What follows belongs to an exercise in optimizing a design on an open flow for small area; a production flow would make more cautious choices. At most, simulation tests tie the RTL to the original design; equivalence was not proved. The RTL of runs 3 to 5 was laid out without a check of its function. No activity file was given, so power comes from the tool's default toggle rates.

==> flow/design.v <==
module m24aa01_eeprom #(
  parameter int          MEM_DEPTH  = 128,
  parameter int          PAGE_SIZE  = 8,
  parameter int          TWC_CYCLES = 5000,
  parameter logic [7:0]  INIT_VALUE = 8'hFF
) (
  input  logic clock,
  input  logic rst_n,
  input  logic a0,
  input  logic a1,
  input  logic a2,
  input  logic wp,
  input  logic scl_i,
  input  logic sda_i,
  output logic sda_oe,
  output logic busy
);
  localparam int AW   = $clog2(MEM_DEPTH);
  localparam int OFFW = $clog2(PAGE_SIZE);
  localparam int CW   = (TWC_CYCLES > 1) ? $clog2(TWC_CYCLES) : 1;
  typedef enum logic [3:0] {
    S_IDLE,
    S_DEV_ADDR,
    S_DEV_ACK,
    S_WORD_ADDR,
    S_WORD_ACK,
    S_WR_DATA,
    S_WR_ACK,
    S_RD_DATA,
    S_RD_ACK
  } state_t;
  logic unused_pins;
  assign unused_pins = a0 ^ a1 ^ a2;
  logic scl_s1_q, scl_s2_q, scl_prev_q;
  logic sda_s1_q, sda_s2_q, sda_prev_q;
  always_ff @(posedge clock or negedge rst_n) begin
    if (!rst_n) begin
      scl_s1_q   <= 1'b1;
      scl_s2_q   <= 1'b1;
      scl_prev_q <= 1'b1;
      sda_s1_q   <= 1'b1;
      sda_s2_q   <= 1'b1;
      sda_prev_q <= 1'b1;
    end else begin
      scl_s1_q   <= scl_i;
      scl_s2_q   <= scl_s1_q;
      scl_prev_q <= scl_s2_q;
      sda_s1_q   <= sda_i;
      sda_s2_q   <= sda_s1_q;
      sda_prev_q <= sda_s2_q;
    end
  end
  logic scl_rise, scl_fall, start_det, stop_det;
  assign scl_rise  = scl_s2_q & ~scl_prev_q;
  assign scl_fall  = ~scl_s2_q & scl_prev_q;
  assign start_det = scl_s2_q & scl_prev_q & sda_prev_q & ~sda_s2_q;
  assign stop_det  = scl_s2_q & scl_prev_q & ~sda_prev_q & sda_s2_q;
  state_t              state_q;
  logic [3:0]          bit_cnt_q;
  logic [7:0]          shift_q;
  logic                rw_q;
  logic                master_ack_q;
  logic [AW-1:0]       pointer_q;
  logic                sda_oe_q;
  logic [PAGE_SIZE-1:0] valid_q;
  logic [7:0]          page_buf_q [PAGE_SIZE];
  logic [7:0]          mem_q [MEM_DEPTH];
  logic                busy_q;
  logic [CW-1:0]       busy_cnt_q;
  logic [7:0]          mem_rd;
  logic [AW-1:0]       ptr_inc;
  logic [OFFW-1:0]     ptr_off;
  logic [OFFW-1:0]     ptr_off_inc;
  logic                byte_done;
  logic                commit_d;
  assign mem_rd      = mem_q[pointer_q];
  assign ptr_inc     = (pointer_q == AW'(MEM_DEPTH - 1)) ? '0 : pointer_q + AW'(1);
  assign ptr_off     = pointer_q[OFFW-1:0];
  assign ptr_off_inc = ptr_off + OFFW'(1);
  assign byte_done   = scl_fall && (bit_cnt_q == 4'd8);
  assign commit_d = stop_det && (state_q == S_WR_DATA) && (bit_cnt_q <= 4'd1)
                    && (|valid_q) && !wp;
  always_ff @(posedge clock or negedge rst_n) begin
    if (!rst_n) begin
      state_q      <= S_IDLE;
      bit_cnt_q    <= '0;
      shift_q      <= '0;
      rw_q         <= 1'b0;
      master_ack_q <= 1'b0;
      pointer_q    <= '0;
      sda_oe_q     <= 1'b0;
      valid_q      <= '0;
      for (int i = 0; i < PAGE_SIZE; i++) begin
        page_buf_q[i] <= '0;
      end
    end else if (start_det) begin
      state_q   <= S_DEV_ADDR;
      bit_cnt_q <= '0;
      sda_oe_q  <= 1'b0;
      valid_q   <= '0;
    end else if (stop_det) begin
      state_q   <= S_IDLE;
      bit_cnt_q <= '0;
      sda_oe_q  <= 1'b0;
      valid_q   <= '0;
    end else begin
      case (state_q)
        S_IDLE: begin
          sda_oe_q <= 1'b0;
        end
        S_DEV_ADDR: begin
          if (scl_rise) begin
            shift_q   <= {shift_q[6:0], sda_s2_q};
            bit_cnt_q <= bit_cnt_q + 4'd1;
          end else if (byte_done) begin
            bit_cnt_q <= '0;
            if (shift_q[7:4] == 4'b1010 && !busy_q) begin
              sda_oe_q <= 1'b1;
              rw_q     <= shift_q[0];
              state_q  <= S_DEV_ACK;
            end else begin
              sda_oe_q <= 1'b0;
              state_q  <= S_IDLE;
            end
          end
        end
        S_DEV_ACK: begin
          if (scl_fall) begin
            bit_cnt_q <= '0;
            if (rw_q) begin
              shift_q  <= mem_rd;
              sda_oe_q <= ~mem_rd[7];
              state_q  <= S_RD_DATA;
            end else begin
              sda_oe_q <= 1'b0;
              state_q  <= S_WORD_ADDR;
            end
          end
        end
        S_WORD_ADDR: begin
          if (scl_rise) begin
            shift_q   <= {shift_q[6:0], sda_s2_q};
            bit_cnt_q <= bit_cnt_q + 4'd1;
          end else if (byte_done) begin
            bit_cnt_q <= '0;
            pointer_q <= shift_q[AW-1:0];
            sda_oe_q  <= 1'b1;
            state_q   <= S_WORD_ACK;
          end
        end
        S_WORD_ACK: begin
          if (scl_fall) begin
            bit_cnt_q <= '0;
            sda_oe_q  <= 1'b0;
            state_q   <= S_WR_DATA;
          end
        end
        S_WR_DATA: begin
          if (scl_rise) begin
            shift_q   <= {shift_q[6:0], sda_s2_q};
            bit_cnt_q <= bit_cnt_q + 4'd1;
          end else if (byte_done) begin
            bit_cnt_q           <= '0;
            page_buf_q[ptr_off] <= shift_q;
            valid_q[ptr_off]    <= 1'b1;
            pointer_q           <= {pointer_q[AW-1:OFFW], ptr_off_inc};
            sda_oe_q            <= 1'b1;
            state_q             <= S_WR_ACK;
          end
        end
        S_WR_ACK: begin
          if (scl_fall) begin
            bit_cnt_q <= '0;
            sda_oe_q  <= 1'b0;
            state_q   <= S_WR_DATA;
          end
        end
        S_RD_DATA: begin
          if (scl_rise) begin
            bit_cnt_q <= bit_cnt_q + 4'd1;
          end else if (scl_fall) begin
            if (bit_cnt_q == 4'd8) begin
              sda_oe_q  <= 1'b0;
              pointer_q <= ptr_inc;
              state_q   <= S_RD_ACK;
            end else begin
              sda_oe_q <= ~shift_q[6];
              shift_q  <= {shift_q[6:0], 1'b0};
            end
          end
        end
        S_RD_ACK: begin
          if (scl_rise) begin
            master_ack_q <= ~sda_s2_q;
          end else if (scl_fall) begin
            bit_cnt_q <= '0;
            if (master_ack_q) begin
              shift_q  <= mem_rd;
              sda_oe_q <= ~mem_rd[7];
              state_q  <= S_RD_DATA;
            end else begin
              sda_oe_q <= 1'b0;
              state_q  <= S_IDLE;
            end
          end
        end
        default: begin
          state_q  <= S_IDLE;
          sda_oe_q <= 1'b0;
        end
      endcase
    end
  end
  always_ff @(posedge clock or negedge rst_n) begin
    if (!rst_n) begin
      for (int i = 0; i < MEM_DEPTH; i++) begin
        mem_q[i] <= INIT_VALUE;
      end
    end else if (commit_d) begin
      for (int j = 0; j < PAGE_SIZE; j++) begin
        if (valid_q[j]) begin
          mem_q[{pointer_q[AW-1:OFFW], OFFW'(j)}] <= page_buf_q[j];
        end
      end
    end
  end
  always_ff @(posedge clock or negedge rst_n) begin
    if (!rst_n) begin
      busy_q     <= 1'b0;
      busy_cnt_q <= '0;
    end else if (commit_d) begin
      busy_q     <= 1'b1;
      busy_cnt_q <= CW'(TWC_CYCLES - 1);
    end else if (busy_q) begin
      if (busy_cnt_q == '0) begin
        busy_q <= 1'b0;
      end else begin
        busy_cnt_q <= busy_cnt_q - CW'(1);
      end
    end
  end
  assign sda_oe = sda_oe_q;
  assign busy   = busy_q;
endmodule
==> flow/run.sh <==
#!/bin/bash
# synth_recipe.tcl (not shown) runs the flow's synth.tcl, then flattens the netlist and writes it again
# the make line also repeats each setting of config.mk as NAME=value (left out here)
make -C /OpenROAD-flow-scripts/flow DESIGN_CONFIG=/design/flow/config.mk WORK_HOME=/design/flow/orfs CLKGATE_MAP_FILE= SYNTH_SCRIPT=/design/flow/synth_recipe.tcl finish
==> flow/config.mk <==
export PLATFORM = sky130hd
export DESIGN_NAME = m24aa01_eeprom
export DESIGN_NICKNAME = m24aa01_eeprom
export VERILOG_FILES = /design/flow/design.v
export SDC_FILE = /design/flow/constraint.sdc
export NUM_CORES = 4
export LEC_CHECK = 0
export CAP_MARGIN = 20
export CORE_MARGIN = 2
export CORE_UTILIZATION = 40
export SLEW_MARGIN = 20
==> flow/constraint.sdc <==
create_clock -name core_clock -period 6.0 [get_ports {clock}]
set_input_delay 1.2000 -clock core_clock [delete_from_list [all_inputs] [get_ports {clock}]]
set_output_delay 1.2000 -clock core_clock [all_outputs]
set_load 0.01 [all_outputs]
==> results of run 1 <==
-- worst paths after layout --
path / startpoint / end / depth (start not counted)
max in group asynchronous: rst_n / mem_q[71][5] / 3
worst max-delay path: pointer_q[0] / shift_q[0] / 12
worst min-delay path: scl_s1_q / scl_s2_q / 0
min in group asynchronous: rst_n / mem_q[51][2] / 1
worst min register to register: scl_s1_q / scl_s2_q / 0
worst max register to register: pointer_q[0] / shift_q[0] / 12
-- worst reg2reg max path, delay by kind of cell (launching register included) --
family / cells / cell delay, ns
flops: 1 / 0.50
mux: 1 / 0.27
fa+ha+maj: 1 / 0.55
buf+inv: 3 / 0.61
compound gates: 2 / 1.16
simple gates: 5 / 2.30
-- registers in the layout, indices dropped and copies added (netlist names), 4 cells and up --
signal / flops
state_q: 4
bit_cnt_q: 4
page_buf_q: 64
busy_cnt_q: 13
shift_q: 8
valid_q: 8
pointer_q: 7
mem_q: 1024
-- synthesized netlist by cell type (15+ instances only) --
| master | count | area share |
|---|---|---|
| nor4_1 | 48 | 0.0058 |
| nor2_1 | 127 | 0.0092 |
| nand4_1 | 69 | 0.0083 |
| nor3_2 | 18 | 0.0035 |
| buf_2 | 34 | 0.0033 |
| mux2_2 | 1086 | 0.24 |
| o21ai_0 | 36 | 0.0035 |
| dfstp_2 | 1030 | 0.52 |
| nor3_1 | 87 | 0.0084 |
| nand2_1 | 307 | 0.022 |
| nand3_1 | 42 | 0.0040 |
| a21oi_1 | 39 | 0.0038 |
| clkbuf_1 | 107 | 0.0077 |
| a22oi_1 | 432 | 0.062 |
| inv_1 | 30 | 0.0022 |
| buf_6 | 15 | 0.0033 |
| dfrtp_1 | 112 | 0.054 |
-- power groups by stage --
stage          Sequential (mW)  Combinational [mW]  Clock, mW
5_1_grt                   7.94               0.459       8.79
4_1_cts                   7.94               0.420       8.48
3_5_place_dp              8.05               0.419          0
6_report                  7.94               0.419       8.47
2_1_floorplan             7.91               0.198          0
3_3_place_gp              8.05               0.419          0
-- metal layers --
metal | share of wire | wire length (µm) | track usage | vias to the layer above
met5 | 0.00064 | 215 | 0 | -
met4 | 0.097 | 32600 | 0.415 | 24
met3 | 0.14 | 46800 | 0.241 | 1170
met2 | 0.39 | 132000 | 0.666 | 3753
met1 | 0.37 | 126000 | 0.620 | 22900
li1 | - | - | - | 15500
-- cell type report --
type,count,area [µm²]
well taps,1742,2180
multi-input cells,2540,21500
fillers,11700,67300
clock inverters,34,587
inverters,30,113
flip-flops and latches,1142,29900
clock buffers,205,3870
repair buffers,452,3580
diodes,56,140
-- layout by cell type, fill, tap and decap left out, types with 16 or more instances in the layout --
master	count
clkbuf_8	23
inv_1	30
nor2_2	46
clkbuf_1	47
dfrtp_2	50
diode_2	56
clkbuf_16	135
nor4_1	46
nand2_1	306
o21ai_0	36
nor2_1	88
nor3_2	16
nor3_1	73
buf_4	429
nand4_1	69
dfstp_2	1030
a21oi_1	39
mux2_2	1086
a22oi_1	432
nand3_1	42
nor3_4	16
dfrtp_1	61
-- kinds of logic (layout without fill, tap and decap cells) --
family,count (synthesis),count (layout),synth area share
simple gates,816,816,0.0791
buf+inv,201,721,0.0183
flops,1142,1142,0.575
compound gates,610,610,0.0864
xor+xnor,11,11,0.00185
mux,1092,1092,0.237
other cells,0,56,0
fa+ha+maj,11,11,0.00265
==> impl_metrics.csv, run 1 <==
group,metric,value,unit
setup_path,cp_common_cell,"buf_4",
setup_path,worstPathRequired,6.68,ns
synth,synth.avg_cell_area,13.4,µm²
die,die_height,364,µm
job,maxCapViolations,0,
setup_path,crit_path_max_incr_delay,1.11,ns
final_layout,syn_to_final_growth,19.1,%
timing,whs,0.356,ns
grt,grt_pass1_wl,426000,µm
synth,ys_types,80,
timing,setup-violations-final,0,
power_and_ir_drop,cell_internal_pwr,12.7,mW
detailed_routing,drt_iter0_markers,7701,
place,pre_cts_ws,0.794,ns
detailed_routing,drc,0,
detailed_routing,ant_nets,0,
place,numPortBuffers,6,
cts,ctsLongestPathBuffers,3,
power_and_ir_drop,p_total,16.8,mW
power_and_ir_drop,switching_share,0.246,
timing,worst_slack,0.495,ns
timing,worst_pin_slew,1.25,ns
detailed_routing,first_pass_iters,6,
power_and_ir_drop,leakage,25.5,nW
worst_hold_path,hold_class,"flop to flop",
setup_path,cp_slowest_cell,"a2111oi_0",
setup_path,reg2reg_slack,0.49,ns
final_layout,final_nets,4320,
place,placed_cell_area,57300,µm²
die,pin_count,10,
timing,setup_tns,0,ns
cts,cts-resized-gates,0,
synth,synth_area,51900,µm²
timing,fin_worst_skew,0.0395,ns
setup_path,cp_max_fo,12,
grt,gr-total-overflow,0,
timing,slew_headroom,0.142,
setup_path,critical_path_arrival,6.18,ns
die,die-width,364,µm
synth,ys_async_sr_fraction,1.00,
power_and_ir_drop,p_clk_frac,0.503,
timing,post-route-min-period,5.51,ns
outcome,status,"timing/DRC/antenna clean",
synth,ys_seq_elements,1142,
detailed_routing,via_per_inst,6.99,
cts,path_clk_slew,0.06,ns
setup_path,cp_top_family,"simple AND/OR/NAND/NOR gates",
synth,synth_fp_nets,3902,
detailed_routing,wirelength,337000,µm
final_layout,final_cell_area,61900,µm²
power_and_ir_drop,p_per_area,272,nW/µm²
timing,timing.final.crit_share,0.918,
die,core_area,129000,µm²
grt,grt_use_total,0.505,
grt,grt_max_degree,127,
die,die-area,133000,µm²
timing,fmax,182,MHz
synth,ys_seq_area_frac,0.575,
setup_path,critPathBufInv,3,
synth,ys.flop_type,"dfstp_2",
cts,clock_latency,0.81,ns
setup_path,endpoint_kind,"flop",
setup_path,worstSetupPathType,"flop to flop",
timing,final_max_slew_viol_count,0,
power_and_ir_drop,peakVddDrop,0.000262,V
setup_path,crit_chain,"inv_1 -> ha_1 -> or4b_2 -> nor2_4 -> nor4_1 -> nand4_1 -> nor4_4 -> buf_4 -> a2111oi_0 -> buf_4 -> o21ai_1 -> mux2_2",
grt,grt_pass1_vias,39700,
synth,yosys_warnings,3,
power_and_ir_drop,p_switching,4.14,mW
timing,rsz0062_at_grt,"false",
die,initial_core_util,0.402,
grt,antenna_found_initial,82,
detailed_routing,dr_total_vias,43300,
timing,hold_viol_final,0,
cts,cts_max_level,4,
place,dp_hpwl,235000,µm
place,gp_congestion,1.09,
synth,synth_edf_count,0,
power_and_ir_drop,seqPwrFrac,0.472,
final_layout,layout-drive-gt1-share,0.665,
power_and_ir_drop,power_frac_comb,0.025,
final_layout,fin_util,0.479,
detailed_routing,post_drt_wl_per_cell,54.4,µm
place,place_inst,5903,
die,placementRows,132,
synth,synthCells,3883,
setup_path,cp-start-kind,"flop",
cts,post_cts_buffers,0,
cts,cts.sink_count,1142,
cts,cts_buffers,135,
final_layout,stdcell_count,6201,
cts,cts_tree,"built",
cts,postCtsHoldBufs,0,
cts,cts-root-buf,"clkbuf_16",
==> inputs of run 2 (changes only) <==
--- a/flow/design.v
+++ b/flow/design.v
@@ -1,7 +1,2 @@
-module m24aa01_eeprom #(
-  parameter int          MEM_DEPTH  = 128,
-  parameter int          PAGE_SIZE  = 8,
-  parameter int          TWC_CYCLES = 5000,
-  parameter logic [7:0]  INIT_VALUE = 8'hFF
-) (
+module m24aa01_eeprom (
   input  logic clock,
@@ -17,5 +12,9 @@
 );
-  localparam int AW   = $clog2(MEM_DEPTH);
-  localparam int OFFW = $clog2(PAGE_SIZE);
-  localparam int CW   = (TWC_CYCLES > 1) ? $clog2(TWC_CYCLES) : 1;
+  localparam int          AW         = 7;
+  localparam int          OFFW       = 3;
+  localparam int          PAGE_SIZE  = 8;
+  localparam int          NPAGES     = 16;
+  localparam int          TWC_CYCLES = 5000;
+  localparam int          CW         = 13;
+  localparam logic [7:0]  INIT_VALUE = 8'hFF;
   typedef enum logic [3:0] {
@@ -66,3 +65,2 @@
   logic [7:0]          page_buf_q [PAGE_SIZE];
-  logic [7:0]          mem_q [MEM_DEPTH];
   logic                busy_q;
@@ -75,4 +73,17 @@
   logic                commit_d;
-  assign mem_rd      = mem_q[pointer_q];
-  assign ptr_inc     = (pointer_q == AW'(MEM_DEPTH - 1)) ? '0 : pointer_q + AW'(1);
+  logic [15:0][7:0]    ring_q [PAGE_SIZE];
+  logic [3:0]          phase_q;      
+  logic                init_q;       
+  logic                wr_act_q;     
+  logic                wr_hit;
+  logic [7:0]          rd_a_q;       
+  logic [7:0]          rd_b_q;       
+  logic                a_ok_q;       
+  logic [AW-1:0]       fetch_addr;
+  logic                fetch_hit;
+  logic [7:0]          fetch_data;
+  logic                ptr_load;
+  logic                ptr_step;
+  assign mem_rd      = rd_a_q;
+  assign ptr_inc     = pointer_q + AW'(1);
   assign ptr_off     = pointer_q[OFFW-1:0];
@@ -82,2 +93,5 @@
                     && (|valid_q) && !wp;
+  assign ptr_step = !start_det && !stop_det && (state_q == S_RD_DATA) && byte_done;
+  assign ptr_load = !start_det && !stop_det && byte_done &&
+                    ((state_q == S_WORD_ADDR) || (state_q == S_WR_DATA));
   always_ff @(posedge clock or negedge rst_n) begin
@@ -92,5 +106,2 @@
       valid_q      <= '0;
-      for (int i = 0; i < PAGE_SIZE; i++) begin
-        page_buf_q[i] <= '0;
-      end
     end else if (start_det) begin
@@ -99,3 +110,3 @@
       sda_oe_q  <= 1'b0;
-      valid_q   <= '0;
+      if (!(wr_act_q && !wr_hit)) valid_q <= '0;
     end else if (stop_det) begin
@@ -104,4 +115,5 @@
       sda_oe_q  <= 1'b0;
-      valid_q   <= '0;
-    end else begin
+      if (!(wr_act_q && !wr_hit) && !commit_d) valid_q <= '0;
+    end else begin
+      if (wr_hit) valid_q <= '0;
       case (state_q)
@@ -163,3 +175,2 @@
             bit_cnt_q           <= '0;
-            page_buf_q[ptr_off] <= shift_q;
             valid_q[ptr_off]    <= 1'b1;
@@ -213,13 +224,45 @@
   end
-  always_ff @(posedge clock or negedge rst_n) begin
-    if (!rst_n) begin
-      for (int i = 0; i < MEM_DEPTH; i++) begin
-        mem_q[i] <= INIT_VALUE;
+  always_ff @(posedge clock) begin
+    if (!start_det && !stop_det && (state_q == S_WR_DATA) && !scl_rise && byte_done) begin
+      page_buf_q[ptr_off] <= shift_q;
+    end
+  end
+  always_ff @(posedge clock or negedge rst_n) begin
+    if (!rst_n) begin
+      phase_q  <= '0;
+      init_q   <= 1'b1;
+      wr_act_q <= 1'b0;
+    end else begin
+      phase_q <= phase_q + 4'd1;
+      if (phase_q == 4'd15) init_q <= 1'b0;
+      if (commit_d)         wr_act_q <= 1'b1;
+      else if (wr_hit)      wr_act_q <= 1'b0;
+    end
+  end
+  assign wr_hit = wr_act_q && (phase_q == pointer_q[AW-1:OFFW]);
+  for (genvar r = 0; r < PAGE_SIZE; r++) begin : g_ring
+    logic [7:0] ins;
+    assign ins = init_q                ? INIT_VALUE    :
+                 (wr_hit && valid_q[r]) ? page_buf_q[r] : ring_q[r][0];
+    always_ff @(posedge clock) begin
+      ring_q[r] <= {ins, ring_q[r][15:1]};
+    end
+  end
+  assign fetch_addr = a_ok_q ? ptr_inc : pointer_q;
+  assign fetch_hit  = !init_q && (phase_q == fetch_addr[AW-1:OFFW]);
+  assign fetch_data = ring_q[fetch_addr[OFFW-1:0]][0];
+  always_ff @(posedge clock or negedge rst_n) begin
+    if (!rst_n) begin
+      rd_a_q <= INIT_VALUE;
+      rd_b_q <= INIT_VALUE;
+      a_ok_q <= 1'b1;
+    end else begin
+      if (ptr_load || wr_hit) begin
+        a_ok_q <= 1'b0;
+      end else if (fetch_hit && !a_ok_q) begin
+        rd_a_q <= fetch_data;
+        a_ok_q <= 1'b1;
       end
-    end else if (commit_d) begin
-      for (int j = 0; j < PAGE_SIZE; j++) begin
-        if (valid_q[j]) begin
-          mem_q[{pointer_q[AW-1:OFFW], OFFW'(j)}] <= page_buf_q[j];
-        end
-      end
+      if (ptr_step)                rd_a_q <= rd_b_q;
+      if (fetch_hit && a_ok_q)     rd_b_q <= fetch_data;
     end
==> run 2 against run 1 <==
Effect of this change:
- flip-flop and latch count grew 23
- hold slack lost 0.049 ns
- clock skew shrank 0.0080 ns
- clock power shrank 24%
- non-clock buffer count shrank 435
- critical path depth shrank 7
- clock-buffer cell count shrank 52
- die area shrank 44%
- total power shrank 15%
- first-iteration DRC count shrank 91%
- final cell count shrank 52%
==> impl_metrics.csv, run 2 <==
group,metric,value,unit
detailed_routing,post_drt_wl_per_cell,15.4,µm
die,core_area,71100,µm²
setup_path,cp_slowest_cell,"and2b_1",
outcome,status,"timing/DRC/antenna clean",
synth,synth_fp_nets,1853,
final_layout,final_cell_area,33200,µm²
cts,cts_max_level,3,
grt,antenna_found_initial,0,
timing,timing.final.crit_share,0.630,
die,placementRows,98,
synth,ys_types,77,
synth,synth_edf_count,64,
setup_path,cp_top_family,"simple AND/OR/NAND/NOR gates",
final_layout,multi_input_area,4000,µm²
final_layout,insertedDiodeCount,0,
timing,setup-violations-final,0,
detailed_routing,via_per_inst,4.35,
final_layout,syn_to_final_growth,15.8,%
power_and_ir_drop,peakVddDrop,0.000284,V
final_layout,final_common_cell,"dfxtp_1",
synth,synthCells,1836,
synth,synth.area.top_cells,"dfxtp_1 72%, edfxtp_1 6.7%, dfrtp_1 4.6%",
timing,fin_worst_skew,0.0315,ns
cts,cts.sink_count,1165,
die,pin_count,10,
timing,worst_pin_slew,0.925,ns
detailed_routing,ant_nets,0,
timing,whs,0.307,ns
timing,setup_tns,0,ns
synth,synth_common_cells,"1024 x dfxtp_1, 143 x nand2_1, 68 x mux2i_1",
cts,cts-root-buf,"clkbuf_16",
place,placed_cell_area,29700,µm²
setup_path,cp-start-kind,"flop",
place,gp_congestion,0.821,
timing,final_max_slew_viol_count,0,
job,maxCapViolations,0,
cts,clock_latency,0.66,ns
cts,cts_tree,"built",
grt,grt_pass1_wl,70900,µm
die,initial_core_util,0.402,
final_layout,fill_cells,6159,
detailed_routing,wirelength,45400,µm
timing,slew_headroom,0.383,
cts,ctsLongestPathBuffers,3,
cts,postCtsHoldBufs,0,
synth,ys.flop_type,"dfxtp_1",
place,dp_hpwl,28000,µm
cts,post_cts_buffers,0,
power_and_ir_drop,p_total,14.3,mW
synth,synth_most_common_cell,"dfxtp_1",
timing,fmax,265,MHz
setup_path,cp_max_fo,19,
setup_path,crit_path_max_incr_delay,0.74,ns
setup_path,endpoint_kind,"flop",
synth,synth.largest_area_cell,"dfxtp_1",
cts,path_clk_slew,0.06,ns
grt,grt_max_degree,71,
synth,ys_seq_area_frac,0.852,
synth,synth_top_area_frac,0.716,
detailed_routing,drc,0,
final_layout,seq_area,24400,µm²
synth,yosys_warnings,2,
final_layout,largest_reg_flops,1024,
synth,ys_async_sr_fraction,0.0661,
power_and_ir_drop,leakage,13.6,nW
final_layout,final_cell_mix,"1024 x dfxtp_1, 143 x nand2_1, 107 x clkbuf_16, 68 x mux2i_1, 64 x edfxtp_1",
setup_path,worstSetupPathType,"flop to flop",
die,die_height,272,µm
cts,cts_buffers,101,
grt,grt_use_total,0.125,
detailed_routing,met2_length,19600,µm
detailed_routing,first_pass_iters,5,
final_layout,top_register,"ring_q",
final_layout,stdcell_count,2946,
grt,grt_pass1_vias,12700,
detailed_routing,dr_total_vias,12800,
synth,synth_area,28600,µm²
synth,ys_seq_elements,1165,
power_and_ir_drop,p_per_area,430,nW/µm²
timing,post-route-min-period,3.78,ns
detailed_routing,drt_iter0_markers,720,
final_layout,layout-drive-gt1-share,0.121,
detailed_routing,route.top_layer_used,"met4",
final_layout,reg.largest.list,"ring_q x1024, page_buf_q x64, busy_cnt_q x13",
final_layout,final_nets,1930,
synth,synth.avg_cell_area,15.6,µm²
die,die-area,73700,µm²
setup_path,critPathBufInv,0,
setup_path,worstPathRequired,6.26,ns
setup_path,critical_path_arrival,4.04,ns
worst_hold_path,hold_class,"flop to flop",
grt,gr-total-overflow,0,
timing,rsz0062_at_grt,"false",
die,die-width,272,µm
place,numPortBuffers,6,
cts,cts-resized-gates,0,
timing,hold_viol_final,0,
setup_path,crit_chain,"and2b_1 -> nand2_1 -> or3_1 -> or2_2 -> nor2_1",
detailed_routing,wl_met3,2030,µm
detailed_routing,wl_met1,22300,µm
place,place_inst,2760,
==> run 2: logic make-up after synthesis <==
logic type	after synthesis	synth area share
AO/OA/AOI/OAI	169	0.0424
XOR/XNOR	25	0.00791
AND/OR/NAND/NOR	329	0.0546
flip-flops	1165	0.852
buffers and inverters	55	0.00931
adder cells (fa/ha/maj)	9	0.00393
multiplexers	84	0.0301
==> run 2: final timing paths <==
| path | cells past startpoint | start | slack (ns) | endpoint |
|---|---|---|---|---|
| worst max-delay path | 5 | state_q[3] | 2.22 | page_buf_q[5][3] |
| worst min-delay path | 0 | ring_q[5][14] | 0.31 | ring_q[5][6] |
| worst max register to register | 5 | state_q[3] | 2.22 | page_buf_q[5][3] |
| worst min register to register | 0 | ring_q[5][14] | 0.31 | ring_q[5][6] |
| max in group asynchronous | 2 | rst_n | 4.49 | shift_q[1] |
| min in group asynchronous | 1 | rst_n | 0.37 | sda_oe_q |
==> run 2: cell type report <==
| cell class | instances | area share |
|---|---|---|
| Clock inverter | 33 | 0.0108 |
| Timing Repair Buffer | 17 | 0.00415 |
| Multi-Input combinational cell | 616 | 0.121 |
| Clock buffer | 153 | 0.0920 |
| Tap cell | 950 | 0.0359 |
| Inverter | 12 | 0.00136 |
| Sequential cell | 1165 | 0.735 |
==> run 2: power breakdown <==
group	leakage, nW	switching [mW]	internal, mW
Clock	1.68	2.69	3.71
Sequential	9.75	0.0112	7.81
Combinational	2.15	0.0339	0.0136
==> run 2: metal layers <==
| metal | up-vias | GRT usage |
|---|---|---|
| met5 | - | 0 |
| met4 | 0 | 0.0493 |
| met3 | 99 | 0.0331 |
| met2 | 229 | 0.186 |
| met1 | 6180 | 0.173 |
| li1 | 6313 | - |
==> run 2: stage by stage <==
step | util | setup slack (ns)
floorplan | - | 3.21
global placement | 0.418 | 1.94
detailed placement | 0.418 | 2.19
CTS | 0.466 | 2.18
global route | 0.466 | 1.99
finish | 0.466 | 2.22
==> inputs of run 3 (changes only) <==
--- a/flow/design.v
+++ b/flow/design.v
@@ -79,4 +79,5 @@
   logic [7:0]          rd_a_q;       
-  logic [7:0]          rd_b_q;       
   logic                a_ok_q;       
+  logic                ahead_q;      
+  logic                rd_load;
   logic [AW-1:0]       fetch_addr;
@@ -93,2 +94,5 @@
                     && (|valid_q) && !wp;
+  assign rd_load  = !start_det && !stop_det && scl_fall &&
+                    (((state_q == S_DEV_ACK) && rw_q) ||
+                     ((state_q == S_RD_ACK) && master_ack_q));
   assign ptr_step = !start_det && !stop_det && (state_q == S_RD_DATA) && byte_done;
@@ -250,3 +254,3 @@
   end
-  assign fetch_addr = a_ok_q ? ptr_inc : pointer_q;
+  assign fetch_addr = ahead_q ? ptr_inc : pointer_q;
   assign fetch_hit  = !init_q && (phase_q == fetch_addr[AW-1:OFFW]);
@@ -255,7 +259,12 @@
     if (!rst_n) begin
-      rd_a_q <= INIT_VALUE;
-      rd_b_q <= INIT_VALUE;
-      a_ok_q <= 1'b1;
-    end else begin
-      if (ptr_load || wr_hit) begin
+      rd_a_q  <= INIT_VALUE;
+      a_ok_q  <= 1'b1;
+      ahead_q <= 1'b0;
+    end else begin
+      if (rd_load) begin
+        ahead_q <= 1'b1;
+      end else if (ptr_step || ((start_det || stop_det) && ahead_q)) begin
+        ahead_q <= 1'b0;
+      end
+      if (ptr_load || wr_hit || rd_load || ((start_det || stop_det) && ahead_q)) begin
         a_ok_q <= 1'b0;
@@ -265,4 +274,2 @@
       end
-      if (ptr_step)                rd_a_q <= rd_b_q;
-      if (fetch_hit && a_ok_q)     rd_b_q <= fetch_data;
     end
--- a/flow/config.mk
+++ b/flow/config.mk
@@ -9,3 +9,7 @@
 export CORE_MARGIN = 2
-export CORE_UTILIZATION = 40
+export CORE_UTILIZATION = 70
+export CTS_BUF_LIST = sky130_fd_sc_hd__clkbuf_8 sky130_fd_sc_hd__clkbuf_16
+export CTS_CLUSTER_DIAMETER = 50
+export CTS_CLUSTER_SIZE = 16
+export PLACE_DENSITY = 0.8
 export SLEW_MARGIN = 20
==> run 3 against run 2 <==
Effect of this change:
- still clean
- cell area is 6.6% lower
- hold slack improved by 0.0077 ns
- routed wire length rose by 11%
- flip-flop and latch count shrank 7
- clock skew down 0.011 ns
- sequential share of layout area is 4.6 points higher
- final cell count down 18%
- synthesized area is 2.1% lower
- via count rose by 1.3%
- clock-buffer cell count decreased by 65
- sequential power rose by 0.9%
- maximum frequency up 3.9%
- critical path type unchanged
- critical endpoint is now valid_q[3]
- largest power group unchanged
==> impl_metrics.csv, run 3 <==
group,metric,value,unit
cts,cts-root-buf,"clkbuf_16",
die,placementRows,73,
cts,cts-resized-gates,0,
power_and_ir_drop,leakage,12.6,nW
timing,final_max_slew_viol_count,0,
detailed_routing,ant_nets,0,
grt,grt_pass1_wl,77600,µm
timing,setup_tns,0,ns
synth,synth.avg_cell_area,15.6,µm²
setup_path,r2r_end,"valid_q[3]",
final_layout,final_cell_mix,"1024 x dfxtp_1, 88 x clkbuf_16, 87 x nor2_1, 80 x nand2_1, 76 x o21ai_0",
cts,post_cts_buffers,0,
timing,worst_slack,2.36,ns
detailed_routing,wirelength,50300,µm
synth,synth_fp_nets,1816,
synth,synth_top_area_frac,0.732,
power_and_ir_drop,peakVddDrop,0.000275,V
synth,ys_types,75,
worst_hold_path,holdCritStartpoint,"ring_q[5][11]",
cts,ctsLongestPathBuffers,3,
grt,antenna_found_initial,2,
place,gp_congestion,0.862,
die,pin_count,10,
setup_path,cp_max_fo,26,
worst_hold_path,holdPathStages,0,
worst_hold_path,worstHoldEndpoint,"ring_q[5][3]",
final_layout,layout-drive-gt1-share,0.0826,
final_layout,final_nets,1867,
timing,setup-violations-final,0,
setup_path,reg2reg_from,"state_q[2]",
grt,grt_use_total,0.250,
detailed_routing,drc,0,
detailed_routing,via_per_inst,5.41,
cts,postCtsHoldBufs,0,
timing,fmax,275,MHz
timing,timing.final.crit_share,0.606,
detailed_routing,drt_iter0_markers,1314,
grt,grt_pass1_vias,13400,
setup_path,worstSetupPathType,"flop to flop",
setup_path,cp-start-kind,"flop",
setup_path,rr_worst_depth,5,
final_layout,insertedDiodeCount,0,
place,dp_hpwl,28000,µm
detailed_routing,dr_total_vias,13000,
grt,gr-total-overflow,0,
final_layout,reg.largest.list,"ring_q x1024, page_buf_q x64, busy_cnt_q x13",
grt,grt_max_degree,71,
synth,yosys_warnings,2,
synth,synthCells,1798,
cts,path_clk_slew,0.07,ns
synth,synth_most_common_cell,"dfxtp_1",
synth,synth_common_cells,"1024 x dfxtp_1, 87 x nor2_1, 80 x nand2_1",
power_and_ir_drop,p_per_area,427,nW/µm²
synth,synth_area,28000,µm²
timing,slew_headroom,0.325,
die,initial_core_util,0.707,
outcome,status,"timing/DRC/antenna clean",
timing,fin_worst_skew,0.0205,ns
synth,synth.largest_area_cell,"dfxtp_1",
die,die-width,204,µm
synth,ys_seq_area_frac,0.864,
cts,cts_max_level,3,
final_layout,syn_to_final_growth,10.5,%
detailed_routing,met2_length,24700,µm
detailed_routing,first_pass_iters,6,
synth,ys.flop_type,"dfxtp_1",
detailed_routing,post_drt_wl_per_cell,20.9,µm
final_layout,fin_util,0.781,
job,maxCapViolations,0,
synth,ys_async_sr_fraction,0.0604,
timing,rsz0062_at_grt,"false",
cts,clock_latency,0.63,ns
place,numPortBuffers,6,
final_layout,largest_reg_flops,1024,
final_layout,top_register,"ring_q",
setup_path,reg2reg_slack,2.36,ns
detailed_routing,route.top_layer_used,"met5",
synth,ys_seq_elements,1158,
die,core_area,39600,µm²
detailed_routing,wl_met3,2640,µm
die,die-area,41600,µm²
setup_path,worstPathRequired,6.56,ns
timing,worst_pin_slew,1.00,ns
timing,post-route-min-period,3.64,ns
cts,cts_buffers,84,
cts,cts.sink_count,1158,
worst_hold_path,hold_class,"flop to flop",
power_and_ir_drop,p_total,13.2,mW
cts,cts_tree,"built",
setup_path,critical_path_arrival,4.19,ns
setup_path,endpoint_kind,"flop",
die,die_height,204,µm
place,pre_cts_ws,2.48,ns
synth,synth_edf_count,64,
timing,hold_viol_final,0,
detailed_routing,wl_met1,21200,µm
final_layout,final_common_cell,"dfxtp_1",
synth,synth.area.top_cells,"dfxtp_1 73%, edfxtp_1 6.9%, dfrtp_1 4.8%",
run 3: cell count changes in the layout (fill, tap and decap cells not counted), sizes merged, moves of 20 or more:
cell	before	now
clkinv	23	3
o21ai	32	79
clkbuf	153	88
a21oi	33	69
nand2	149	81
nor2	59	88
mux2i	68	28
run 3: kinds of logic after synthesis:
kind of cell | Yosys count | share of synthesized area
flops | 1158 | 0.864
buf+inv | 60 | 0.00875
compound gates | 233 | 0.0526
xor+xnor | 16 | 0.00500
mux | 48 | 0.0180
fa+ha+maj | 10 | 0.00447
simple gates | 273 | 0.0475
run 3: final cells by class:
class	count	area, µm²
clock buffer	88	2200
clock inverter	25	160
fill	2111	8690
inverter	12	45.0
multi-input combinational	580	3590
sequential	1158	24200
tap	525	657
timing repair buffer	13	108
run 3: power by group:
group,internal [mW],switching [mW]
Sequential,7.80,0.0909
Combinational,0.0727,0.117
Clock,2.63,2.51
run 3: worst max-delay path by stage:
stage | startpoint | cells past startpoint | end | slack [ns]
floorplan | bit_cnt_q[0] | 9 | page_buf_q[1][0] | 3.19
detailed placement | state_q[2] | 4 | page_buf_q[6][4] | 2.48
finish | state_q[2] | 5 | valid_q[3] | 2.36
global placement | state_q[2] | 4 | page_buf_q[6][6] | 2.52
global route | state_q[2] | 6 | valid_q[6] | 2.13
CTS | state_q[2] | 6 | valid_q[6] | 2.45
run 3: through the flow:
stage,hold WS (ns),area (µm²),std cells
finish,0.315,31000,2401
global route,0.324,31000,2401
CTS,0.316,30900,2401
detailed placement,0.312,28600,2288
global placement,0.310,28600,2288
floorplan,0.310,28000,1798
run 3: metal layers:
layer  vias up  global-route usage
met5         -                   0
met4         4              0.0970
met3       133              0.0453
met2       466               0.418
met1      6318               0.328
li1       6072                   -
run 3: critical path, cell delays in order (launching register included):
cell and delay (ns):
dfrtp_1 0.88, nand3b_1 0.64, a211oi_1 0.63, o2111ai_1 0.58, o21ai_1 0.59, a22o_1 0.24
==> inputs of run 4 (changes only) <==
--- a/flow/config.mk
+++ b/flow/config.mk
@@ -10,5 +10,5 @@
 export CORE_UTILIZATION = 70
-export CTS_BUF_LIST = sky130_fd_sc_hd__clkbuf_8 sky130_fd_sc_hd__clkbuf_16
-export CTS_CLUSTER_DIAMETER = 50
-export CTS_CLUSTER_SIZE = 16
+export CTS_BUF_LIST = sky130_fd_sc_hd__clkbuf_16
+export CTS_CLUSTER_DIAMETER = 100
+export CTS_CLUSTER_SIZE = 28
 export PLACE_DENSITY = 0.8
==> run 4 against run 3 <==
Effect of this change:
- global-route usage shrank 2.4 points
- register-to-register slack gained 0.02 ns
- total power shrank 12%
- combinational power is essentially flat
- setup slack gained 0.016 ns
- clock power shrank about 30%
- die area is the same
- critical path depth is the same
- via count shrank 3.5%
- synthesized area is the same
==> impl_metrics.csv, run 4 <==
group,metric,value,unit
cts,cts-root-buf,"clkbuf_16",
timing,setup_tns,0,ns
worst_hold_path,holdCritStartpoint,"ring_q[0][107]",
worst_hold_path,worstHoldEndpoint,"ring_q[0][99]",
synth,ys_seq_area_frac,0.864,
setup_path,rr_worst_depth,5,
final_layout,stdcell_count,2351,
worst_hold_path,hold_class,"flop to flop",
synth,yosys.area_share.adder,0.00447,
timing,fin_worst_skew,0.0282,ns
grt,grt_pass1_wl,70500,µm
setup_path,worstPathRequired,6.56,ns
final_layout,final_nets,1830,
die,die_height,204,µm
timing,slew_headroom,0.350,
power_and_ir_drop,p_per_area,392,nW/µm²
grt,grt-busiest-layer,"met2",
place,gp_congestion,0.862,
timing,timing.final.crit_share,0.603,
synth,synth.largest_area_cell,"dfxtp_1",
synth,synth.avg_cell_area,15.6,µm²
synth,ys_async_sr_fraction,0.0604,
die,die-area,41600,µm²
synth,synth_area,28000,µm²
synth,yosys_warnings,2,
cts,cts_tree,"built",
detailed_routing,drc,0,
cts,cts_buffers,47,
setup_path,crit_path_start,"state_q[2]",
timing,final_max_slew_viol_count,0,
die,placementRows,73,
synth,synth_top_family_by_area,"compound AO/OA/AOI/OAI gates",
timing,worst_pin_slew,0.967,ns
die,core_area,39600,µm²
synth,synth_most_common_cell,"dfxtp_1",
synth,synthMuxAreaShare,0.0180,
grt,grt_use_total,0.226,
final_layout,layout-drive-gt1-share,0.0591,
cts,clock_latency,0.62,ns
power_and_ir_drop,peakVddDrop,0.000316,V
grt,gr-total-overflow,0,
final_layout,top_register,"ring_q",
die,die-width,204,µm
setup_path,reg2reg_slack,2.38,ns
setup_path,cp-start-kind,"flop",
setup_path,endpoint_kind,"flop",
power_and_ir_drop,leakage,12.0,nW
grt,antenna_found_initial,0,
setup_path,cp_top_family,"compound AO/OA/AOI/OAI gates",
worst_hold_path,holdPathStages,0,
place,dp_hpwl,28000,µm
detailed_routing,ant_nets,0,
synth,ys.flop_type,"dfxtp_1",
job,maxCapViolations,0,
timing,hold_viol_final,0,
synth,synth_fp_nets,1816,
synth,synthXorXnorAreaFrac,0.00500,
synth,ys_seq_elements,1158,
detailed_routing,dr_total_vias,12500,
timing,setup-violations-final,0,
setup_path,cp_slowest_cell,"dfrtp_1",
outcome,status,"timing/DRC/antenna clean",
final_layout,fill_cells,2303,
synth,synthCells,1798,
grt,grt_use_met3,0.0295,
detailed_routing,wirelength,45800,µm
setup_path,worstSetupPathType,"flop to flop",
detailed_routing,drt_iter0_markers,1210,
setup_path,crit_path_max_incr_delay,0.87,ns
detailed_routing,first_pass_iters,5,
place,place_inst,2288,
grt,grt_max_degree,71,
timing,worst_slack,2.38,ns
place,pre_cts_ws,2.48,ns
grt,met2_usage,0.371,
final_layout,syn_to_final_growth,6.61,%
final_layout,insertedDiodeCount,0,
cts,post_cts_buffers,0,
setup_path,critPathBufInv,0,
setup_path,critical_path_arrival,4.18,ns
timing,rsz0062_at_grt,"false",
detailed_routing,post_drt_wl_per_cell,19.5,µm
cts,cts.sink_count,1158,
place,numPortBuffers,6,
timing,fmax,276,MHz
synth,synth_top_area_frac,0.732,
power_and_ir_drop,p_total,11.7,mW
final_layout,largest_reg_flops,1024,
die,initial_core_util,0.707,
final_layout,reg.largest.list,"ring_q x1024, page_buf_q x64, busy_cnt_q x13",
synth,synth_edf_count,64,
setup_path,cp_max_fo,26,
setup_path,r2r_end,"valid_q[3]",
final_layout,final_common_cell,"dfxtp_1",
synth,ys_types,75,
cts,cts-resized-gates,0,
setup_path,reg2reg_from,"state_q[2]",
cts,ctsLongestPathBuffers,3,
synth,synth.area.top_cells,"dfxtp_1 73%, edfxtp_1 6.9%, dfrtp_1 4.8%",
timing,post-route-min-period,3.62,ns
grt,grt_pass1_vias,12400,
die,pin_count,10,
grt,grt_use_met1,0.314,
cts,cts_max_level,2,
setup_path,crit_chain,"nand3b_1 -> a211oi_1 -> o2111ai_1 -> o21ai_1 -> a22o_1",
final_layout,final_cell_mix,"1024 x dfxtp_1, 87 x nor2_1, 80 x nand2_1, 76 x o21ai_0, 69 x a21oi_1",
synth,synth_common_cells,"1024 x dfxtp_1, 87 x nor2_1, 80 x nand2_1",
cts,postCtsHoldBufs,0,
detailed_routing,via_per_inst,5.34,
synth,synth_compound_area_frac,0.0526,
synth,synth-simple-area-share,0.0475,
cts,path_clk_slew,0.10,ns
-- run 4: kinds of logic after synthesis --
family / count (synthesis)
compound gates: 233
mux: 48
fa+ha+maj: 10
flops: 1158
simple gates: 273
buf+inv: 60
xor+xnor: 16
-- run 4: per-layer routing --
metal / vias up / wire length (µm)
met5: - / 0
met3: 102 / 2070
met1: 6053 / 20400
met2: 401 / 21900
li1: 5987 / -
met4: 0 / 1500
-- run 4: worst max-delay path by stage --
stage | end | slack (ns) | depth (start not counted)
finish | valid_q[3] | 2.38 | 5
global route | valid_q[3] | 2.10 | 5
CTS | valid_q[3] | 2.43 | 5
detailed placement | page_buf_q[6][4] | 2.48 | 4
global placement | page_buf_q[6][6] | 2.52 | 4
floorplan | page_buf_q[1][0] | 3.19 | 9
-- run 4: layout make-up --
cell class	instances	area [µm²]	share of cell area
Clock buffer	47	1180	0.0394
Multi-Input combinational cell	580	3590	0.120
Inverter	12	45.0	0.00151
Timing Repair Buffer	13	108	0.00360
Tap cell	525	657	0.0220
Sequential cell	1158	24200	0.810
Clock inverter	16	97.6	0.00327
-- run 4: where the power goes --
part	switching [mW]	internal [mW]
clock	2.17	1.45
sequential	0.0881	7.80
combinational	0.116	0.0726
total	2.38	9.32
-- run 4: stage by stage --
| stage | utilization | hold slack (ns) | instance area, µm² |
|---|---|---|---|
| 2_1_floorplan | - | 0.310 | 28000 |
| 3_5_place_dp | 0.721 | 0.312 | 28600 |
| 6_report | 0.753 | 0.316 | 29900 |
| 5_1_grt | 0.753 | 0.321 | 29900 |
| 4_1_cts | 0.753 | 0.319 | 29900 |
| 3_3_place_gp | 0.721 | 0.310 | 28600 |
==> inputs of run 5 (changes only) <==
--- a/flow/config.mk
+++ b/flow/config.mk
@@ -11,4 +11,4 @@
 export CTS_BUF_LIST = sky130_fd_sc_hd__clkbuf_16
-export CTS_CLUSTER_DIAMETER = 100
-export CTS_CLUSTER_SIZE = 28
+export CTS_CLUSTER_DIAMETER = 80
+export CTS_CLUSTER_SIZE = 32
 export PLACE_DENSITY = 0.8
==> run 5 against run 4 <==
Effect of this change:
- sequential power about the same
- clock-buffer cell count down 2
- maximum frequency up 0.50%
- clock power down 2%
- synthesized cell count unchanged
- largest cell class unchanged
==> impl_metrics.csv, run 5 <==
group,metric,value,unit
setup_path,worstPathRequired,6.56,ns
die,die_height,204,µm
synth,synth_most_common_cell,"dfxtp_1",
cts,cts_buffers,43,
timing,fin_worst_skew,0.0273,ns
synth,synth_fp_nets,1816,
final_layout,final_common_cell,"dfxtp_1",
detailed_routing,post_drt_wl_per_cell,19.3,µm
timing,setup_tns,0,ns
synth,ys_seq_area_frac,0.864,
setup_path,endpoint_kind,"flop",
cts,cts_tree,"built",
timing,timing.final.crit_share,0.600,
die,core_area,39600,µm²
timing,rsz0062_at_grt,"false",
grt,gr-total-overflow,0,
setup_path,cp-start-kind,"flop",
cts,cts-resized-gates,0,
die,die-width,204,µm
synth,synth_area,28000,µm²
final_layout,reg.largest.list,"ring_q x1024, page_buf_q x64, busy_cnt_q x13",
final_layout,final_cell_area,29800,µm²
cts,postCtsHoldBufs,0,
synth,ys_types,75,
timing,fmax,278,MHz
final_layout,layout-drive-gt1-share,0.0598,
place,gp_congestion,0.862,
synth,synthCells,1798,
detailed_routing,dr_total_vias,12400,
power_and_ir_drop,p_per_area,390,nW/µm²
place,placed_cell_area,28600,µm²
synth,yosys_warnings,2,
die,initial_core_util,0.707,
final_layout,fill_cells,2299,
die,die-area,41600,µm²
detailed_routing,first_pass_iters,6,
cts,cts_max_level,2,
detailed_routing,drc,0,
timing,hold_viol_final,0,
synth,synth_edf_count,64,
setup_path,worstSetupPathType,"flop to flop",
synth,ys_seq_elements,1158,
final_layout,top_register,"ring_q",
final_layout,syn_to_final_growth,6.48,%
detailed_routing,drt_iter0_markers,1260,
final_layout,insertedDiodeCount,0,
synth,synth_common_cells,"1024 x dfxtp_1, 87 x nor2_1, 80 x nand2_1",
grt,antenna_found_initial,0,
cts,ctsLongestPathBuffers,3,
worst_hold_path,hold_class,"flop to flop",
cts,path_clk_slew,0.11,ns
detailed_routing,wirelength,45200,µm
synth,ys_async_sr_fraction,0.0604,
place,dp_hpwl,28000,µm
grt,grt_pass1_wl,69300,µm
die,placementRows,73,
grt,grt_use_total,0.223,
timing,post-route-min-period,3.60,ns
synth,synth.area.top_cells,"dfxtp_1 73%, edfxtp_1 6.9%, dfrtp_1 4.8%",
cts,post_cts_buffers,0,
cts,cts.sink_count,1158,
setup_path,cp_max_fo,26,
setup_path,critical_path_arrival,4.16,ns
power_and_ir_drop,leakage,12.0,nW
die,pin_count,10,
synth,synth.largest_area_cell,"dfxtp_1",
timing,setup-violations-final,0,
grt,grt_pass1_vias,12200,
place,numPortBuffers,6,
final_layout,final_cell_mix,"1024 x dfxtp_1, 87 x nor2_1, 80 x nand2_1, 76 x o21ai_0, 69 x a21oi_1",
power_and_ir_drop,peakVddDrop,0.000382,V
timing,worst_pin_slew,1.02,ns
detailed_routing,ant_nets,0,
synth,synth.avg_cell_area,15.6,µm²
final_layout,largest_reg_flops,1024,
synth,synth_top_area_frac,0.732,
cts,clock_latency,0.62,ns
detailed_routing,via_per_inst,5.29,
grt,grt_max_degree,71,
synth,ys.flop_type,"dfxtp_1",
final_layout,final_nets,1826,
outcome,status,"timing/DRC/antenna clean",
timing,final_max_slew_viol_count,0,
job,maxCapViolations,0,
cts,cts-root-buf,"clkbuf_16",
timing,slew_headroom,0.312,
-- run 5: cell counts after synthesis --
No cell type changed its count.
-- run 5: cell type report --
type,instances,area [µm²],area share
clock buffers,45,1130,0.0378
clock inverters,14,111,0.00373
inverters,12,45.0,0.00151
multi-input cells,580,3590,0.120
flip-flops and latches,1158,24200,0.811
well taps,525,657,0.0220
repair buffers,13,108,0.00361
-- run 5: routing by layer --
layer  wire (µm)  up-vias  GRT usage
li1            -     5969          -
met4        1470        0     0.0851
met3        2320      109     0.0308
met5           0        -          0
met2       21300      375      0.363
met1       20200     5973      0.309
-- run 5: report_power, final --
group	internal (mW)	switching [mW]
sequential	7.80	0.0867
combinational	0.0726	0.117
clock	1.40	2.16
-- run 5: per-stage QoR --
step	hold slack, ns	setup slack (ns)	util	instances	power [mW]
after floorplan	0.310	3.19	-	1798	8.17
after global placement	0.310	2.52	0.721	2288	8.24
after detailed placement	0.312	2.48	0.721	2288	8.25
after CTS	0.320	2.45	0.752	2347	11.7
after global routing	0.323	2.14	0.752	2347	12.0
final	0.319	2.40	0.752	2347	11.6
-- run 5: final timing paths --
check	from	end	slack, ns	cells past startpoint
setup / recovery	state_q[2]	valid_q[3]	2.40	5
max in group asynchronous	rst_n	bit_cnt_q[2]	4.58	2
setup reg to reg	state_q[2]	valid_q[3]	2.40	5
hold reg to reg	ring_q[7][54]	ring_q[7][46]	0.32	0
min in group asynchronous	rst_n	phase_q[2]	0.81	2
hold / removal	ring_q[7][54]	ring_q[7][46]	0.32	0
-- run 5: worst max-delay path: stages, from the launching register on --
cell,delay (ns)
dfrtp_1,0.87
nand3b_1,0.62
a211oi_1,0.62
o2111ai_1,0.60
o21ai_1,0.60
a22o_1,0.24
-- run 5: kinds of logic after synthesis --
family                   synth area share
multiplexers                       0.0180
AO/OA/AOI/OAI                      0.0526
adder cells (fa/ha/maj)           0.00447
AND/OR/NAND/NOR                    0.0475
XOR/XNOR                          0.00500
buffers and inverters             0.00875
flip-flops                          0.864
==> inputs of run 6 (changes only) <==
--- a/flow/design.v
+++ b/flow/design.v
@@ -276,2 +276,7 @@
   end
+  localparam logic [CW-1:0] LFSR_START = 13'h1FFF;
+  localparam logic [CW-1:0] LFSR_END   = 13'h193E;
+  logic [CW-1:0] busy_cnt_next;
+  assign busy_cnt_next = {busy_cnt_q[CW-2:0],
+                          busy_cnt_q[12] ^ busy_cnt_q[3] ^ busy_cnt_q[2] ^ busy_cnt_q[0]};
   always_ff @(posedge clock or negedge rst_n) begin
@@ -279,11 +284,9 @@
       busy_q     <= 1'b0;
-      busy_cnt_q <= '0;
-    end else if (commit_d) begin
-      busy_q     <= 1'b1;
-      busy_cnt_q <= CW'(TWC_CYCLES - 1);
-    end else if (busy_q) begin
-      if (busy_cnt_q == '0) begin
+      busy_cnt_q <= LFSR_START;
+    end else begin
+      busy_cnt_q <= commit_d ? LFSR_START : busy_cnt_next;
+      if (commit_d) begin
+        busy_q <= 1'b1;
+      end else if (busy_q && (busy_cnt_q == LFSR_END)) begin
         busy_q <= 1'b0;
-      end else begin
-        busy_cnt_q <= busy_cnt_q - CW'(1);
       end
--- a/flow/config.mk
+++ b/flow/config.mk
@@ -11,4 +11,4 @@
 export CTS_BUF_LIST = sky130_fd_sc_hd__clkbuf_16
-export CTS_CLUSTER_DIAMETER = 80
-export CTS_CLUSTER_SIZE = 32
+export CTS_CLUSTER_DIAMETER = 45
+export CTS_CLUSTER_SIZE = 38
 export PLACE_DENSITY = 0.8
==> run 6 against run 5 <==
Effect of this change:
- synthesized cell count rose by 0.39%
- sequential power about the same
- die area increased by 0.25%
- synthesized area is 0.25% higher
- hold slack got worse by 0.0046 ns
- register-to-register slack gained 0.28 ns
- first-iteration DRC count shrank 9.4%
- setup slack improved by 0.28 ns
- clock-buffer cell count grew 15
- critical path depth rose by 3
- combinational power increased by 29%
==> impl_metrics.csv, run 6 <==
group,metric,value,unit
setup_path,crit_chain,"inv_1 -> ha_1 -> inv_1 -> a32oi_1 -> nor2_1 -> a222oi_1 -> nand3_1 -> mux2_2",
grt,grt_pass1_vias,13100,
final_layout,final_nets,1841,
setup_path,crit_path_max_incr_delay,0.68,ns
grt,grt_max_degree,71,
setup_path,cp_slowest_cell,"dfrtp_1",
place,placed_cell_area,28600,µm²
timing,hold_viol_final,0,
synth,synth_fp_nets,1820,
cts,postCtsHoldBufs,0,
timing,setup_tns,0,ns
detailed_routing,ant_nets,0,
die,placementRows,73,
synth,ys.flop_type,"dfxtp_1",
synth,synth_common_cells,"1024 x dfxtp_1, 151 x nand3_1, 125 x nand2_1",
cts,cts-resized-gates,0,
cts,cts_tree,"built",
detailed_routing,post_drt_wl_per_cell,19.8,µm
die,die-area,41700,µm²
setup_path,cp-start-kind,"flop",
place,gp_congestion,0.858,
synth,synth.avg_cell_area,15.6,µm²
final_layout,fin_util,0.777,
worst_hold_path,worstHoldEndpoint,"ring_q[6][77]",
outcome,status,"timing/DRC/antenna clean",
cts,clock_latency,0.65,ns
final_layout,fill_cells,2196,
final_layout,syn_to_final_growth,9.66,%
detailed_routing,drt_iter0_markers,1142,
timing,timing.final.crit_share,0.554,
timing,setup-violations-final,0,
detailed_routing,dr_total_vias,12700,
setup_path,worstPathRequired,6.58,ns
final_layout,final_cell_area,30800,µm²
timing,fin_worst_skew,0.0280,ns
power_and_ir_drop,peakVddDrop,0.000370,V
final_layout,insertedDiodeCount,0,
detailed_routing,wirelength,47500,µm
worst_hold_path,holdPathStages,0,
synth,synth_edf_count,64,
synth,ys_types,77,
power_and_ir_drop,p_total,12.9,mW
final_layout,largest_reg_flops,1024,
synth,ys_seq_area_frac,0.862,
cts,post_cts_buffers,0,
grt,antenna_found_initial,2,
setup_path,reg2reg_from,"pointer_q[0]",
detailed_routing,wl_met3,2370,µm
synth,synth.largest_area_cell,"dfxtp_1",
die,core_area,39600,µm²
detailed_routing,drc,0,
cts,cts_buffers,60,
die,die-width,204,µm
final_layout,layout-drive-gt1-share,0.0969,
job,maxCapViolations,0,
cts,cts_max_level,2,
setup_path,rr_worst_depth,8,
detailed_routing,route.top_layer_used,"met5",
cts,path_clk_slew,0.11,ns
worst_hold_path,holdCritStartpoint,"ring_q[6][85]",
setup_path,reg2reg_slack,2.67,ns
setup_path,endpoint_kind,"flop",
synth,synthCells,1805,
synth,synth.area.top_cells,"dfxtp_1 73%, edfxtp_1 6.8%, dfrtp_1 3.7%",
setup_path,cp_max_fo,18,
final_layout,top_register,"ring_q",
synth,synth_most_common_cell,"dfxtp_1",
timing,final_max_slew_viol_count,0,
place,numPortBuffers,6,
timing,worst_pin_slew,0.896,ns
synth,synth_top_area_frac,0.730,
synth,yosys_warnings,2,
detailed_routing,via_per_inst,5.30,
synth,ys_async_sr_fraction,0.0604,
grt,grt_use_total,0.237,
cts,cts.sink_count,1158,
detailed_routing,met2_length,23000,µm
final_layout,final_cell_mix,"1024 x dfxtp_1, 151 x nand3_1, 125 x nand2_1, 64 x edfxtp_1, 60 x clkbuf_16",
final_layout,final_common_cell,"dfxtp_1",
cts,cts-root-buf,"clkbuf_16",
setup_path,worstSetupPathType,"flop to flop",
timing,post-route-min-period,3.33,ns
synth,synth_area,28100,µm²
die,initial_core_util,0.708,
place,dp_hpwl,28800,µm
die,die_height,204,µm
detailed_routing,first_pass_iters,7,
timing,rsz0062_at_grt,"false",
cts,ctsLongestPathBuffers,3,
grt,gr-total-overflow,0,
power_and_ir_drop,leakage,12.2,nW
power_and_ir_drop,p_per_area,420,nW/µm²
timing,fmax,301,MHz
setup_path,cp_common_cell,"inv_1",
synth,ys_seq_elements,1158,
setup_path,critical_path_arrival,3.90,ns
final_layout,reg.largest.list,"ring_q x1024, page_buf_q x64, busy_cnt_q x13",
setup_path,r2r_end,"rd_a_q[0]",
worst_hold_path,hold_class,"flop to flop",
timing,slew_headroom,0.403,
detailed_routing,wl_met1,20100,µm
die,pin_count,10,
grt,grt_pass1_wl,73800,µm
-- run 6: layout make-up --
type	instances	area, µm²	share of cell area
clock buffers	60	1500	0.0488
clock inverters	54	693	0.0225
inverters	23	86.3	0.00280
multi-input cells	573	3560	0.116
flip-flops and latches	1158	24200	0.786
well taps	525	657	0.0213
repair buffers	10	85.1	0.00276
-- run 6: cell families after synthesis --
kind of cell,after synthesis,synth area share
flip-flops,1158,0.862
multiplexers,37,0.0186
buffers and inverters,74,0.0117
adder cells (fa/ha/maj),7,0.00312
AND/OR/NAND/NOR,390,0.0689
XOR/XNOR,16,0.00499
AO/OA/AOI/OAI,123,0.0307
-- run 6: worst max-delay path by stage --
stage,slack [ns],cells past startpoint,from,to
after floorplan,3.54,9,pointer_q[0],rd_a_q[0]
after global placement,2.79,5,state_q[2],page_buf_q[1][5]
after detailed placement,2.70,8,pointer_q[0],rd_a_q[0]
after CTS,2.71,8,pointer_q[0],rd_a_q[0]
after global routing,2.48,8,pointer_q[0],rd_a_q[0]
final,2.67,8,pointer_q[0],rd_a_q[0]
-- run 6: metal layers --
metal / GRT usage / vias to the layer above
met3: 0.0373 / 140
met2: 0.398 / 419
met5: 0 / -
li1: - / 6061
met4: 0.103 / 4
met1: 0.309 / 6109
-- run 6: metrics by stage --
| step | instances | setup slack [ns] | hold slack, ns |
|---|---|---|---|
| after floorplan | 1805 | 3.54 | 0.310 |
| after global placement | 2289 | 2.79 | 0.310 |
| after detailed placement | 2289 | 2.70 | 0.312 |
| after CTS | 2403 | 2.71 | 0.317 |
| after global routing | 2403 | 2.48 | 0.322 |
| final | 2403 | 2.67 | 0.315 |
-- run 6: power by group --
group	switching (mW)	total, mW	internal [mW]
Sequential	0.0964	7.90	7.80
Clock	2.70	4.78	2.08
Combinational	0.146	0.246	0.100
-- run 6: worst max-delay path: cells and delay by family (launching register included) --
family	cells	cell delay [ns]
buffers and inverters	2	0.33
DFF	1	0.68
adders and majority gates	1	0.63
muxes	1	0.30
AOI/OAI and AO/OA	2	0.94
and+or+nand+nor	2	0.40
==> inputs of run 7 (changes only) <==
--- a/flow/config.mk
+++ b/flow/config.mk
@@ -11,4 +11,4 @@
 export CTS_BUF_LIST = sky130_fd_sc_hd__clkbuf_16
-export CTS_CLUSTER_DIAMETER = 45
-export CTS_CLUSTER_SIZE = 38
+export CTS_CLUSTER_DIAMETER = 80
+export CTS_CLUSTER_SIZE = 32
 export PLACE_DENSITY = 0.8
==> run 7 against run 6 <==
Effect of this change:
- non-clock buffer count is the same
- still clean
- critical path type unchanged
- largest cell class unchanged
- cell area down 3.4%
- utilization down 2.6 points
==> impl_metrics.csv, run 7 <==
group,metric,value,unit
cts,cts_buffers,42,
synth,ys_types,77,
synth,synth_fp_nets,1820,
detailed_routing,post_drt_wl_per_cell,19.6,µm
final_layout,final_nets,1823,
timing,setup-violations-final,0,
cts,cts-resized-gates,0,
final_layout,fill_cells,2367,
grt,grt_use_met3,0.0383,
detailed_routing,first_pass_iters,7,
final_layout,layout-drive-gt1-share,0.0676,
setup_path,rr_worst_depth,8,
synth,synth.area.top_cells,"dfxtp_1 73%, edfxtp_1 6.8%, dfrtp_1 3.7%",
timing,rsz0062_at_grt,"false",
timing,post-route-min-period,3.38,ns
setup_path,worstPathRequired,6.54,ns
timing,setup_tns,0,ns
power_and_ir_drop,p_switching,2.35,mW
grt,met2_usage,0.378,
cts,ctsLongestPathBuffers,3,
setup_path,reg2reg_slack,2.62,ns
place,gp_congestion,0.858,
synth,synth_area,28100,µm²
worst_hold_path,holdPathStages,0,
setup_path,r2r_end,"rd_a_q[0]",
synth,synth_edf_count,64,
synth,synth_common_cells,"1024 x dfxtp_1, 151 x nand3_1, 125 x nand2_1",
die,initial_core_util,0.708,
cts,cts-root-buf,"clkbuf_16",
power_and_ir_drop,power_frac_comb,0.021,
final_layout,multi_input_area,3560,µm²
timing,slew_headroom,0.398,
cts,clock_latency,0.61,ns
final_layout,top_register,"ring_q",
grt,antenna_found_initial,0,
timing,final_max_slew_viol_count,0,
timing,timing.final.crit_share,0.564,
place,placed_cell_area,28600,µm²
detailed_routing,dr_total_vias,12500,
timing,worst_pin_slew,0.902,ns
cts,path_clk_slew,0.12,ns
timing,fin_worst_skew,0.0200,ns
cts,postCtsHoldBufs,0,
die,die-area,41700,µm²
final_layout,seq_area,24200,µm²
synth,synth_top_area_frac,0.730,
die,pin_count,10,
power_and_ir_drop,cell_internal_pwr,9.23,mW
final_layout,reg.largest.list,"ring_q x1024, page_buf_q x64, busy_cnt_q x13",
place,numPortBuffers,6,
final_layout,final_cell_mix,"1024 x dfxtp_1, 151 x nand3_1, 125 x nand2_1, 64 x edfxtp_1, 43 x clkbuf_16",
setup_path,worstSetupPathType,"flop to flop",
synth,ys_seq_elements,1158,
power_and_ir_drop,leakage,11.7,nW
worst_hold_path,worstHoldEndpoint,"ring_q[5][69]",
final_layout,final_cell_area,29800,µm²
job,maxCapViolations,0,
power_and_ir_drop,p_per_area,389,nW/µm²
power_and_ir_drop,p_total,11.6,mW
synth,synthCells,1805,
synth,ys.flop_type,"dfxtp_1",
cts,cts_max_level,2,
grt,grt_use_total,0.227,
timing,hold_viol_final,0,
grt,grt_max_degree,71,
outcome,status,"timing/DRC/antenna clean",
setup_path,cp_max_fo,18,
die,core_area,39600,µm²
timing,fmax,296,MHz
setup_path,cp-start-kind,"flop",
setup_path,critical_path_arrival,3.92,ns
final_layout,insertedDiodeCount,0,
detailed_routing,drt_iter0_markers,1009,
synth,synth.largest_area_cell,"dfxtp_1",
die,die_height,204,µm
die,die-width,204,µm
power_and_ir_drop,peakVddDrop,0.000334,V
final_layout,largest_reg_flops,1024,
synth,ys_seq_area_frac,0.862,
detailed_routing,wirelength,46000,µm
setup_path,endpoint_kind,"flop",
grt,gr-total-overflow,0,
grt,grt-busiest-layer,"met2",
detailed_routing,drc,0,
power_and_ir_drop,seqPwrFrac,0.682,
cts,post_cts_buffers,0,
place,dp_hpwl,28800,µm
power_and_ir_drop,p_clk_frac,0.297,
worst_hold_path,holdCritStartpoint,"ring_q[5][77]",
power_and_ir_drop,switching_share,0.203,
setup_path,reg2reg_from,"pointer_q[0]",
synth,yosys_warnings,2,
final_layout,syn_to_final_growth,5.94,%
final_layout,final_common_cell,"dfxtp_1",
grt,grt_pass1_wl,70500,µm
worst_hold_path,hold_class,"flop to flop",
synth,ys_async_sr_fraction,0.0604,
cts,cts.sink_count,1158,
grt,grt_use_met1,0.301,
die,placementRows,73,
grt,grt_pass1_vias,12700,
detailed_routing,via_per_inst,5.31,
cts,cts_tree,"built",
detailed_routing,ant_nets,0,
synth,synth.avg_cell_area,15.6,µm²
synth,synth_most_common_cell,"dfxtp_1",
## run 7: cell counts after synthesis
No cell type changed its count.
## run 7: metrics by stage
step / cells / worst slack (ns) / hold WS (ns) / util
final: 2345 / 2.62 / 0.323 / 0.751
after global routing: 2345 / 2.42 / 0.330 / 0.751
after CTS: 2345 / 2.67 / 0.321 / 0.750
after detailed placement: 2289 / 2.70 / 0.312 / 0.721
after global placement: 2289 / 2.79 / 0.310 / 0.721
after floorplan: 1805 / 3.54 / 0.310 / -
## run 7: cells by family (layout without fill, tap and decap cells)
group	count (synthesis)	count (layout)	synth area share
multiplexers	37	37	0.0186
AO/OA/AOI/OAI	123	123	0.0307
flip-flops	1158	1158	0.862
adder cells (fa/ha/maj)	7	7	0.00312
XOR/XNOR	16	16	0.00499
AND/OR/NAND/NOR	390	390	0.0689
buffers and inverters	74	89	0.0117
## run 7: layer usage
| layer | vias up | routed length (µm) |
|---|---|---|
| li1 | 5980 | - |
| met1 | 5985 | 20300 |
| met2 | 374 | 22000 |
| met3 | 122 | 1960 |
| met4 | 0 | 1790 |
| met5 | - | 0 |
## run 7: area by class of cell
type                            instances  area share
Clock buffer                           43      0.0362
Clock inverter                         13     0.00248
Inverter                               23     0.00290
Multi-Input combinational cell        573       0.120
Sequential cell                      1158       0.814
Tap cell                              525      0.0221
Timing Repair Buffer                   10     0.00286
## run 7: worst max-delay path by stage
stage	slack [ns]	startpoint	depth (start not counted)	to
after floorplan	3.54	pointer_q[0]	9	rd_a_q[0]
after global placement	2.79	state_q[2]	5	page_buf_q[1][5]
after detailed placement	2.70	pointer_q[0]	8	rd_a_q[0]
after CTS	2.67	pointer_q[0]	8	rd_a_q[0]
after global routing	2.42	pointer_q[0]	8	rd_a_q[0]
final	2.62	pointer_q[0]	8	rd_a_q[0]
## run 7: critical path, cell delays in order, from the launching register on
cell and delay (ns):
dfrtp_1 0.69, inv_1 0.15, ha_1 0.65, inv_1 0.18
a32oi_1 0.52, nor2_1 0.21, a222oi_1 0.43, nand3_1 0.19
mux2_2 0.30
## run 7: power groups by stage
stage                     clock (mW)  sequential (mW)  combinational, mW
after floorplan                    0             8.01              0.210
after global placement             0             8.07              0.227
after detailed placement           0             8.07              0.238
after CTS                       3.50             7.90              0.239
after global routing            3.76             7.90              0.266
final                           3.44             7.90              0.242

[what the ideal ports hide]
How much do the figures lean on ideal ports? The routed layouts below were timed once more, with nothing changed but the port constraints. Step 1: set_driving_cell puts a clkbuf_16 on clock and a buf_2 on each other input, an assumption about the parent block. Step 2 times the ports against the registers' clock, not the clock port: input delays grow and output delays shrink by t, the midpoint of the rising clock arrivals with the driver on. Three values: ideal ports, drivers, drivers and shift; two values: the first two.
run	t, ns	setup WS [ns]
run 1	0.867	0.495 / 0.495 / 0.495
run 2	0.702	2.221 / 2.221 / 2.221
run 3	0.671	2.364 / 2.364 / 2.364
run 4	0.663	2.381 / 2.381 / 2.381
run 5	0.659	2.399 / 2.399 / 2.399
run 6	0.695	2.674 / 2.674 / 2.674
run 7	0.651	2.618 / 2.618 / 2.618
After both steps setup and hold are still met in every run listed.
